What follows belongs to an exercise in optimizing a design on an open flow for small area, a short achievable clock period and few clock cycles; a production flow would make more cautious choices.

==> flow/design.v <==
package sacu_pkg;
    localparam logic [2:0] KIND_ALLOC   = 3'd0;
    localparam logic [2:0] KIND_FREE    = 3'd1;
    localparam logic [2:0] KIND_COMPACT = 3'd2;
    localparam logic [2:0] KIND_WRITE   = 3'd3;
    localparam logic [2:0] KIND_READ    = 3'd4;
    localparam logic [2:0] ST_OK       = 3'd0;
    localparam logic [2:0] ST_OOM      = 3'd1;
    localparam logic [2:0] ST_FULL     = 3'd2;
    localparam logic [2:0] ST_NOTFOUND = 3'd3;
    localparam logic [2:0] ST_BAD      = 3'd4;
endpackage
import sacu_pkg::*;
module segment_allocator_with_compaction_unit (
    input  logic        clk,
    input  logic        rst_n,
    input  logic        s_tvalid,
    output logic        s_tready,
    input  logic [23:0] s_tdata,    
    output logic        m_tvalid,
    input  logic        m_tready,
    output logic [23:0] m_tdata     
);
    function automatic logic [31:0] pfx_or(input logic [31:0] v);
        logic [31:0] r;
        r = v;
        r = r | (r << 1);
        r = r | (r << 2);
        r = r | (r << 4);
        r = r | (r << 8);
        r = r | (r << 16);
        pfx_or = r;
    endfunction
    function automatic logic [32:0] therm(input logic [5:0] t);
        for (int q = 0; q < 33; q++)
            therm[q] = (6'(q) < t);
    endfunction
    typedef struct packed {
        logic       k_alloc;
        logic       k_free;
        logic       k_comp;
        logic       k_write;
        logic       k_read;
        logic       sz_zero;
        logic [5:0] m;         
        logic [31:0] ge;       
        logic [7:0] wd;
    } req_t;
    logic        q0_full, q1_full;
    req_t        q0;
    logic [21:0] q1;
    logic        r_full;       
    logic        r_search;     
    logic        r_fits;
    logic        r_hit;        
    logic        r_comp;       
    logic        r_read;       
    logic [31:0] r_data;       
    logic        o0_full;
    logic [16:0] o0;           
    logic [7:0]  mem [32];
    logic [31:0] seg_s;
    logic [31:0] seg_f;
    logic [5:0]  top;
    logic [32:0] below;
    logic [4:0]  cnt;
    logic [21:0] q_in;         
    req_t        din;
    always_comb
    begin
        q_in        = q1_full ? q1 : s_tdata[21:0];
        din.k_alloc = (q_in[2:0] == KIND_ALLOC);
        din.k_free  = (q_in[2:0] == KIND_FREE);
        din.k_comp  = (q_in[2:0] == KIND_COMPACT);
        din.k_write = (q_in[2:0] == KIND_WRITE);
        din.k_read  = (q_in[2:0] == KIND_READ);
        din.sz_zero = (q_in[8:3] == 6'd0);
        din.m       = q_in[8:3] - 6'd1;
        for (int p = 0; p < 32; p++)
            din.ge[p] = (5'(p) >= q_in[13:9]);
        din.wd      = q_in[21:14];
    end
    logic [31:0] hot_top;      
    logic [31:0] hot_a;        
    logic [31:0] ge_a;         
    always_comb
    begin
        for (int p = 0; p < 32; p++)
        begin
            hot_top[p] = below[p] ^ (p == 0 ? 1'b1 : below[p == 0 ? 0 : p - 1]);
            hot_a[p]   = q0.ge[p] && !(p > 0 && q0.ge[p > 0 ? p - 1 : 0]);
            ge_a[p]    = q0.ge[p];
        end
    end
    logic        fits;
    logic        can_append;
    logic [32:0] cont;         
    logic [31:0] a1, a2, a4, a8, a16;
    logic [31:0] r0, r1, r2, r3, r4, r5;
    logic [31:0] match;
    assign fits       = (7'(top) + 7'(q0.m)) <= 7'd31;
    assign can_append = fits && !cnt[4];
    always_comb
    begin
        cont = {1'b0, ~seg_s & below[31:0]};
        a1  = cont[32:1];
        a2  = a1 & (a1 >> 1);
        a4  = a2 & (a2 >> 2);
        a8  = a4 & (a4 >> 4);
        a16 = a8 & (a8 >> 8);
        r0 = ~cont[32:1];
        r1 = q0.m[0] ? (a1  & (r0 >> 1))  : r0;
        r2 = q0.m[1] ? (a2  & (r1 >> 2))  : r1;
        r3 = q0.m[2] ? (a4  & (r2 >> 4))  : r2;
        r4 = q0.m[3] ? (a8  & (r3 >> 8))  : r3;
        r5 = q0.m[4] ? (a16 & (r4 >> 16)) : r4;
        match = q0.m[5] ? 32'd0 : (seg_s & seg_f & r5);
    end
    logic        found;
    logic [31:0] free_mask;
    assign found     = |(seg_s & hot_a);
    assign free_mask = ge_a & ~pfx_or(seg_s & (ge_a << 1)) & below[31:0];
    logic [31:0] ge_f;
    logic [31:0] low_hot;
    logic [31:0] shift;
    logic        any_f;
    logic        seg_gone;     
    always_comb
    begin
        ge_f     = pfx_or(seg_f);
        any_f    = |seg_f;
        low_hot  = seg_f & ~(ge_f << 1);
        shift    = ge_f & below[31:0];
        seg_gone = |(low_hot & ({1'b1, seg_s[31:1]} | ~below[32:1]));
    end
    logic        r_move;       
    logic        r_clear;      
    logic        stall;
    logic        go;           
    logic        done;         
    logic        op_append, op_free, op_write, op_step;
    logic [2:0]  res_st;
    logic [5:0]  res_ra;
    logic        x_search;
    assign r_move = r_full && (!o0_full || m_tready) && !(r_comp && any_f);
    assign stall  = r_full && r_search && r_hit && (q0.k_alloc || q0.k_comp);
    assign go     = q0_full && (!r_full || r_move) && !stall;
    always_comb
    begin
        x_search  = q0.k_alloc && !q0.sz_zero && !can_append;
        op_append = go && q0.k_alloc && !q0.sz_zero && can_append;
        op_free   = go && q0.k_free && found;
        op_write  = go && q0.k_write;
        op_step   = any_f && ((go && q0.k_comp) || (r_full && r_comp));
        done      = go;
        res_st = ST_BAD;
        res_ra = '0;
        if (q0.k_alloc && !q0.sz_zero && can_append)
        begin
            res_st = ST_OK;
            res_ra = top;
        end
        if (q0.k_free)
            res_st = found ? ST_OK : ST_NOTFOUND;
        if (q0.k_comp)
        begin
            res_st = ST_OK;
            res_ra = any_f ? top - 6'd1 : top;
        end
        if (q0.k_write)
            res_st = ST_OK;
        if (q0.k_read)
            res_st = ST_OK;
    end
    logic [31:0] ge_match;
    logic [31:0] first;
    logic        hit;
    logic [4:0]  hit_pos;
    logic [16:0] res;
    always_comb
    begin
        ge_match = pfx_or(r_data);
        first    = r_data & ~(ge_match << 1);
        hit      = ge_match[31];
        hit_pos  = '0;
        for (int p = 0; p < 32; p++)
            if (first[p]) hit_pos = hit_pos | 5'(p);
        if (r_search)
        begin
            if (r_hit)
                res = {8'd0, 1'b0, hit_pos, ST_OK};
            else
                res = {8'd0, 6'd0, r_fits ? ST_FULL : ST_OOM};
        end
        else if (r_read)
        begin
            res = {8'd0, 6'd0, ST_OK};
            for (int p = 0; p < 32; p++)
                res[16:9] = res[16:9] | (mem[p] & {8{r_data[p]}});
        end
        else
            res = r_data[16:0];
    end
    assign r_clear = r_move && r_search && r_hit;
    logic take;
    assign s_tready = !q1_full;
    assign take     = s_tvalid && !q1_full;
    always_ff @(posedge clk or negedge rst_n)
    begin
        if (!rst_n)
        begin
            q0_full <= 1'b0;
            q1_full <= 1'b0;
            r_full  <= 1'b0;
            o0_full <= 1'b0;
        end
        else
        begin
            if (!q0_full || done)
            begin
                q0_full <= q1_full || take;
                q1_full <= 1'b0;
            end
            else if (take)
                q1_full <= 1'b1;
            if (done)
                r_full <= 1'b1;
            else if (r_move)
                r_full <= 1'b0;
            if (!o0_full || m_tready)
                o0_full <= r_move;
        end
    end
    always_ff @(posedge clk)
    begin
        if (!q0_full || done)
            q0 <= din;
        if (!q1_full)
            q1 <= s_tdata[21:0];
        if (done)
        begin
            r_search <= x_search;
            r_fits   <= fits;
            r_hit    <= |match;
            r_comp   <= q0.k_comp;
            r_read   <= q0.k_read;
            r_data   <= x_search ? match : q0.k_read ? hot_a : {23'd0, res_ra, res_st};
        end
        else if (op_step)
            r_data[8:3] <= top - 6'd1;
        if (!o0_full || m_tready)
            o0 <= res;
    end
    assign m_tvalid = o0_full;
    assign m_tdata  = {7'd0, o0};
    logic [31:0] m_we, m_sh, m_keep;
    always_comb
    begin
        for (int p = 0; p < 32; p++)
        begin
            m_we[p]   = op_write && hot_a[p];
            m_sh[p]   = op_step && shift[p] && below[p + 1];
            m_keep[p] = !(m_we[p] || (op_step && shift[p]) || (op_free && free_mask[p]));
        end
    end
    always_ff @(posedge clk or negedge rst_n)
    begin
        if (!rst_n)
        begin
            for (int p = 0; p < 32; p++)
                mem[p] <= 8'd0;
        end
        else
        begin
            for (int p = 0; p < 32; p++)
                mem[p] <= ({8{m_we[p]}} & q0.wd)
                        | ({8{m_sh[p]}} & ((p < 31) ? mem[p < 31 ? p + 1 : p] : 8'd0))
                        | ({8{m_keep[p]}} & mem[p]);
        end
    end
    logic [5:0] top_next;
    always_comb
    begin
        top_next = top;
        if (op_append)
            top_next = top + q0.m + 6'd1;
        if (op_step && any_f)
            top_next = top - 6'd1;
    end
    always_ff @(posedge clk or negedge rst_n)
    begin
        if (!rst_n)
        begin
            seg_s <= '0;
            seg_f <= '0;
            top   <= '0;
            below <= '0;
            cnt   <= '0;
        end
        else
        begin
            for (int p = 0; p < 32; p++)
            begin
                if (op_append && hot_top[p])
                    seg_s[p] <= 1'b1;
                else if (op_step && shift[p])
                    seg_s[p] <= (p < 31) ? ((low_hot[p] || seg_s[p < 31 ? p + 1 : p]) && below[p + 1]) : 1'b0;
                if (op_free && hot_a[p])
                    seg_f[p] <= 1'b1;
                else if (r_clear && first[p])
                    seg_f[p] <= 1'b0;
                else if (op_step && shift[p])
                    seg_f[p] <= (p < 31) ? ((low_hot[p] && !seg_s[p < 31 ? p + 1 : p]) || seg_f[p < 31 ? p + 1 : p]) && below[p + 1] : 1'b0;
            end
            top   <= top_next;
            below <= therm(top_next);
            if (op_append)
                cnt <= cnt + 5'd1;
            if (op_step && seg_gone)
                cnt <= cnt - 5'd1;
        end
    end
endmodule
clock: 6.0 ns
lec_check: 0
abc_area: 1
cap_margin: 20
core_margin: 2
core_utilization: 40
cts_buf_list: sky130_fd_sc_hd__clkbuf_4 sky130_fd_sc_hd__clkbuf_8
setup_slack_margin: 3.0
slew_margin: 20
tns_end_percent: 0
run.sh (not shown) runs the stock make flow with config.mk's settings and CLKGATE_MAP_FILE= SYNTH_SCRIPT=/design/flow/synth_recipe.tcl, a recipe that flattens the netlist after the stock synthesis.
Change:
--- a/flow/design.v
+++ b/flow/design.v
@@ -43,12 +43,11 @@
         logic       k_read;
         logic       sz_zero;
         logic [5:0] m;         
-        logic [31:0] ge;       
+        logic [4:0] a;
         logic [7:0] wd;
     } req_t;
-    logic        q0_full, q1_full;
+    logic        q0_full;
     req_t        q0;
-    logic [21:0] q1;
     logic        r_full;       
     logic        r_search;     
     logic        r_fits;
@@ -68,7 +67,7 @@
     req_t        din;
     always_comb
     begin
-        q_in        = q1_full ? q1 : s_tdata[21:0];
+        q_in        = s_tdata[21:0];
         din.k_alloc = (q_in[2:0] == KIND_ALLOC);
         din.k_free  = (q_in[2:0] == KIND_FREE);
         din.k_comp  = (q_in[2:0] == KIND_COMPACT);
@@ -76,8 +75,7 @@
         din.k_read  = (q_in[2:0] == KIND_READ);
         din.sz_zero = (q_in[8:3] == 6'd0);
         din.m       = q_in[8:3] - 6'd1;
-        for (int p = 0; p < 32; p++)
-            din.ge[p] = (5'(p) >= q_in[13:9]);
+        din.a       = q_in[13:9];
         din.wd      = q_in[21:14];
     end
     logic [31:0] hot_top;      
@@ -88,8 +86,8 @@
         for (int p = 0; p < 32; p++)
         begin
             hot_top[p] = below[p] ^ (p == 0 ? 1'b1 : below[p == 0 ? 0 : p - 1]);
-            hot_a[p]   = q0.ge[p] && !(p > 0 && q0.ge[p > 0 ? p - 1 : 0]);
-            ge_a[p]    = q0.ge[p];
+            hot_a[p]   = (5'(p) == q0.a);
+            ge_a[p]    = (5'(p) >= q0.a);
         end
     end
     logic        fits;
@@ -192,37 +190,31 @@
             else
                 res = {8'd0, 6'd0, r_fits ? ST_FULL : ST_OOM};
         end
-        else if (r_read)
-        begin
-            res = {8'd0, 6'd0, ST_OK};
-            for (int p = 0; p < 32; p++)
-                res[16:9] = res[16:9] | (mem[p] & {8{r_data[p]}});
-        end
         else
+        begin
             res = r_data[16:0];
+            res[16:9] = '0;
+            if (r_read)
+                for (int p = 0; p < 32; p++)
+                    res[16:9] = res[16:9] | (mem[p] & {8{r_data[13:9] == 5'(p)}});
+        end
     end
     assign r_clear = r_move && r_search && r_hit;
     logic take;
-    assign s_tready = !q1_full;
-    assign take     = s_tvalid && !q1_full;
+    assign s_tready = !q0_full || done;
+    assign take     = s_tvalid && s_tready;
     always_ff @(posedge clk or negedge rst_n)
     begin
         if (!rst_n)
         begin
             q0_full <= 1'b0;
-            q1_full <= 1'b0;
             r_full  <= 1'b0;
             o0_full <= 1'b0;
         end
         else
         begin
             if (!q0_full || done)
-            begin
-                q0_full <= q1_full || take;
-                q1_full <= 1'b0;
-            end
-            else if (take)
-                q1_full <= 1'b1;
+                q0_full <= take;
             if (done)
                 r_full <= 1'b1;
             else if (r_move)
@@ -235,8 +227,6 @@
     begin
         if (!q0_full || done)
             q0 <= din;
-        if (!q1_full)
-            q1 <= s_tdata[21:0];
         if (done)
         begin
             r_search <= x_search;
@@ -244,7 +234,7 @@
             r_hit    <= |match;
             r_comp   <= q0.k_comp;
             r_read   <= q0.k_read;
-            r_data   <= x_search ? match : q0.k_read ? hot_a : {23'd0, res_ra, res_st};
+            r_data   <= x_search ? match : {18'd0, q0.a, res_ra, res_st};
         end
         else if (op_step)
             r_data[8:3] <= top - 6'd1;
Effect:
- first-iteration DRC count climbs by 7.0%
- worst setup slack degrades by 0.49 ns
- synthesized cell count goes up by 1.3%
- critical path depth rose by 2
- hold slack gains 0.037 ns
Function was not checked in any run of this note: the RTL went through the layout flow alone.

## afterwards: timing with drivers on the ports
No port has a modelled driver above. Below, the same layouts with a new extraction and two added sets of constraints. Step 1, drivers: a clkbuf_16 drives clk and a buf_2 each remaining input, both assumed. Step 2, shift: input delay + t, output delay - t, t = (earliest + latest rising clock arrival at the registers) / 2. This alone moves slack from input paths to output paths. Three values: no drivers, after step 1, after step 2; two values: the first two.
| run | t (ns) | setup WS [ns] | hold slack, ns | worst setup path at the end | latest minus earliest clock arrival (ns) |
|---|---|---|---|---|---|
| the first run | 0.780 | 2.835 / 2.835 / 2.265 | 0.448 / 0.448 / 0.448 | input to register | 0.036 / 0.036 |
| the second run | 0.764 | 2.345 / 2.341 / 1.783 | 0.486 / 0.486 / 0.486 | input to register | 0.037 / 0.038 |
After both steps every run listed still meets setup and hold. The setup slack of the first run, which loses most, moves by 0.000 ns with the drivers and by -0.570 ns with both steps.
